What follows belongs to an exercise in optimizing a design on an open flow for small area, a short achievable clock period and few clock cycles per item; a production flow would make more cautious choices. Function was checked by simulation only, so behaviour that the tests miss may differ from the original.

## the previous run
## greedy_word_wrap_stream
module greedy_word_wrap_stream #(
  parameter int DEPTH = 61,
  parameter int QD    = 4
) (
  input  logic       clk,
  input  logic       rst,
  input  logic       cfg_write,
  input  logic [5:0] cfg_data,
  input  logic       push,
  output logic       full,
  input  logic [7:0] byte_value,
  input  logic       end_of_text,
  output logic       empty,
  input  logic       pop,
  output logic [7:0] out_byte,
  output logic       last_of_run,
  output logic       text_done,
  output logic       overlong_flag
);
Size in the first run: ~1800 cells after synthesis, ~29000 um^2 of cells after synthesis.
==> flow/config.mk <==
export PLATFORM = sky130hd
export DESIGN_NAME = greedy_word_wrap_stream
export DESIGN_NICKNAME = greedy_word_wrap_stream
export VERILOG_FILES = /design/flow/design.v
export SDC_FILE = /design/flow/constraint.sdc
export NUM_CORES = 4
export LEC_CHECK = 0
export CAP_MARGIN = 20
export CORE_MARGIN = 2
export CORE_UTILIZATION = 40
export CTS_BUF_LIST = sky130_fd_sc_hd__clkbuf_16
export CTS_CLUSTER_DIAMETER = 100
export CTS_CLUSTER_SIZE = 25
export SETUP_SLACK_MARGIN = 3.5
export SLEW_MARGIN = 20
==> flow/constraint.sdc <==
create_clock -name core_clock -period 6.0 [get_ports {clk}]
set_input_delay 1.2000 -clock core_clock [delete_from_list [all_inputs] [get_ports {clk}]]
set_output_delay 1.2000 -clock core_clock [all_outputs]
set_load 0.01 [all_outputs]
run.sh (not shown) runs the stock make flow with config.mk's settings and CLKGATE_MAP_FILE= SYNTH_SCRIPT=/design/flow/synth_recipe.tcl, a recipe that flattens the netlist after the stock synthesis.
Testbench counts of the previous run, summed over its fixed seeds: cycles 25,442, items 23,625.
What the current run does differently from the previous run at the input level:
--- a/flow/design.v
+++ b/flow/design.v
@@ -215,39 +215,46 @@
   end
   logic [7:0]    mem [0:DEPTH-1];
   logic [AW-1:0] wp, rp;
   logic          ww, rw;
   logic          we;
   logic          f_ne;
   logic          fetch;
   logic          consume;
   logic [1:0]    pc;
   logic [7:0]    rdat;
   assign we     = proc && wbyte;
-  assign f_room = !((wp == rp) && (ww != rw));
+  logic          f_full, f_af;
+  logic [AW-1:0] wp_p1;
+  assign wp_p1  = (wp == AW'(DEPTH - 1)) ? '0 : wp + 1'b1;
+  assign f_af   = (wp_p1 == rp) && ((wp == AW'(DEPTH - 1)) ? (ww == rw) : (ww != rw));
+  assign f_room = !f_full;
   assign f_ne   = !((wp == rp) && (ww == rw));
   logic          rd_v;
   logic [7:0]    rd_r;
   assign fetch  = f_ne && ((pc == 2'd0) || (pc == 2'd1 && !rd_v) || consume);
   assign rdat   = mem[rp];
   always_ff @(posedge clk) begin
     if (f_room) mem[wp] <= b0;
   end
   always_ff @(posedge clk) begin
     if (rst) begin
       wp <= '0;
       rp <= '0;
       ww <= 1'b0;
       rw <= 1'b0;
+      f_full <= 1'b0;
       pc <= 2'd0;
     end else begin
+      if (we && !fetch) f_full <= f_af;
+      else if (fetch && !we) f_full <= 1'b0;
       if (we) begin
         if (wp == AW'(DEPTH - 1)) begin
           wp <= '0;
           ww <= !ww;
         end else begin
           wp <= wp + 1'b1;
         end
       end
       if (fetch) begin
         if (rp == AW'(DEPTH - 1)) begin
           rp <= '0;
@@ -312,26 +319,24 @@
   logic       r_l1;
   logic       r_done;
   logic       r_strm;
   logic       r_ovl;
   logic       k_pr, k_by, k_dn, k_last;
   logic       act, e_st, emit, last, pend, pf_ok, o_ready;
   logic [7:0] e_byte;
   logic       s_inc, s_dec;
   logic [AW:0] s_cnt;
   logic       s_dec_r;
   logic       s_c1, s_c2, s_c3, s_one, s_two;
-  assign s_c1  = (s_cnt == (AW+1)'(1));
-  assign s_c2  = (s_cnt == (AW+1)'(2));
-  assign s_c3  = (s_cnt > (AW+1)'(2));
-  assign s_z   = (s_cnt == '0) || (s_c1 && s_dec_r);
+  logic       s_c0;
+  assign s_z   = s_c0 || (s_c1 && s_dec_r);
   assign s_one = (s_c1 && !s_dec_r) || (s_c2 && s_dec_r);
   assign s_two = s_c3 || (s_c2 && !s_dec_r);
   assign pf_ok = (pc != 2'd0);
   assign act   = k_pr || k_by || k_dn;
   assign e_st  = !act && r_strm && !t_q && !s_z;
   assign emit  = o_ready && (k_pr || k_dn || ((k_by || e_st) && pf_ok));
   assign consume = emit && (k_by || e_st);
   assign last  = k_last || e_st;
   assign s_inc = s_inc_r;
   assign s_dec = emit && e_st;
   assign pend  = (act && !(emit && k_last))
@@ -402,29 +407,44 @@
       if (k_dn) begin
         r_done <= 1'b0;
         k_dn   <= 1'b0;
         k_last <= 1'b0;
       end
     end
   end
   always_ff @(posedge clk) begin
     if (rst) begin
       s_cnt   <= '0;
       s_dec_r <= 1'b0;
+      s_c0    <= 1'b1;
+      s_c1    <= 1'b0;
+      s_c2    <= 1'b0;
+      s_c3    <= 1'b0;
       t_q     <= 1'b0;
       s_inc_r <= 1'b0;
     end else begin
       s_inc_r <= proc && wbyte && streaming;
       s_dec_r <= s_dec;
-      if (s_inc && !s_dec_r) s_cnt <= s_cnt + 1'b1;
-      else if (s_dec_r && !s_inc) s_cnt <= s_cnt - 1'b1;
+      if (s_inc && !s_dec_r) begin
+        s_cnt <= s_cnt + 1'b1;
+        s_c0  <= 1'b0;
+        s_c1  <= s_c0;
+        s_c2  <= s_c1;
+        s_c3  <= s_c2 || s_c3;
+      end else if (s_dec_r && !s_inc) begin
+        s_cnt <= s_cnt - 1'b1;
+        s_c0  <= s_c1;
+        s_c1  <= s_c2;
+        s_c2  <= (s_cnt == (AW+1)'(3));
+        s_c3  <= (s_cnt > (AW+1)'(3));
+      end
       if (proc && c_strm) begin
         t_q <= 1'b1;
       end else if (q_pop && q_head[0]) begin
         t_q <= 1'b0;
       end
     end
   end
   always_ff @(posedge clk) begin
     if (rst) begin
       r_ovl <= 1'b0;
     end else if (q_pop && q_head[0]) begin
Notes after the runs:
As of the current run, cell count had risen by a few percent compared to the previous run. Layout sequential cell count (the current run vs. the previous run) increases slightly. Compared to the previous run, the current run has sequential share of layout area 0.36 points higher. Looking at critical path depth across the current run and the previous run, the one that comes out lower is the current run. The current run: final RePlAce weighted congestion lower than the previous run. Across both runs, area occupied by registers was higher for the current run than for the previous run. As of the current run, length of routed met2 wiring had risen slightly compared to the previous run.
Testbench counts of the current run, summed over its fixed seeds: cycles 25,442, items 23,625.

[afterwards: timing with drivers on the ports]
No port has a modelled driver above. Below, the same layouts with a new extraction and two added sets of constraints.
Step 1, drivers: a clkbuf_16 drives clk and a buf_2 each remaining input, both assumed.
Step 2 times the ports against the registers' clock, not the clock port: input delays grow and output delays shrink by t, the midpoint of the rising clock arrivals with the driver on.
Three values: no drivers, after step 1, after step 2; two values: the first two.
| run | shift t [ns] | setup WS [ns] | hold WS [ns] | slew at the worst register clock pin (ns) |
|---|---|---|---|---|
| the previous run | 0.643 | 3.397 / 3.397 / 3.098 | 0.436 / 0.436 / 0.436 | 0.11 / 0.11 |
| the current run | 0.645 | 3.461 / 3.461 / 3.156 | 0.453 / 0.453 / 0.453 | 0.11 / 0.11 |
After both steps every run listed still meets setup and hold. The setup slack of the current run, which loses most, moves by 0.000 ns with the drivers and by -0.305 ns with both steps.
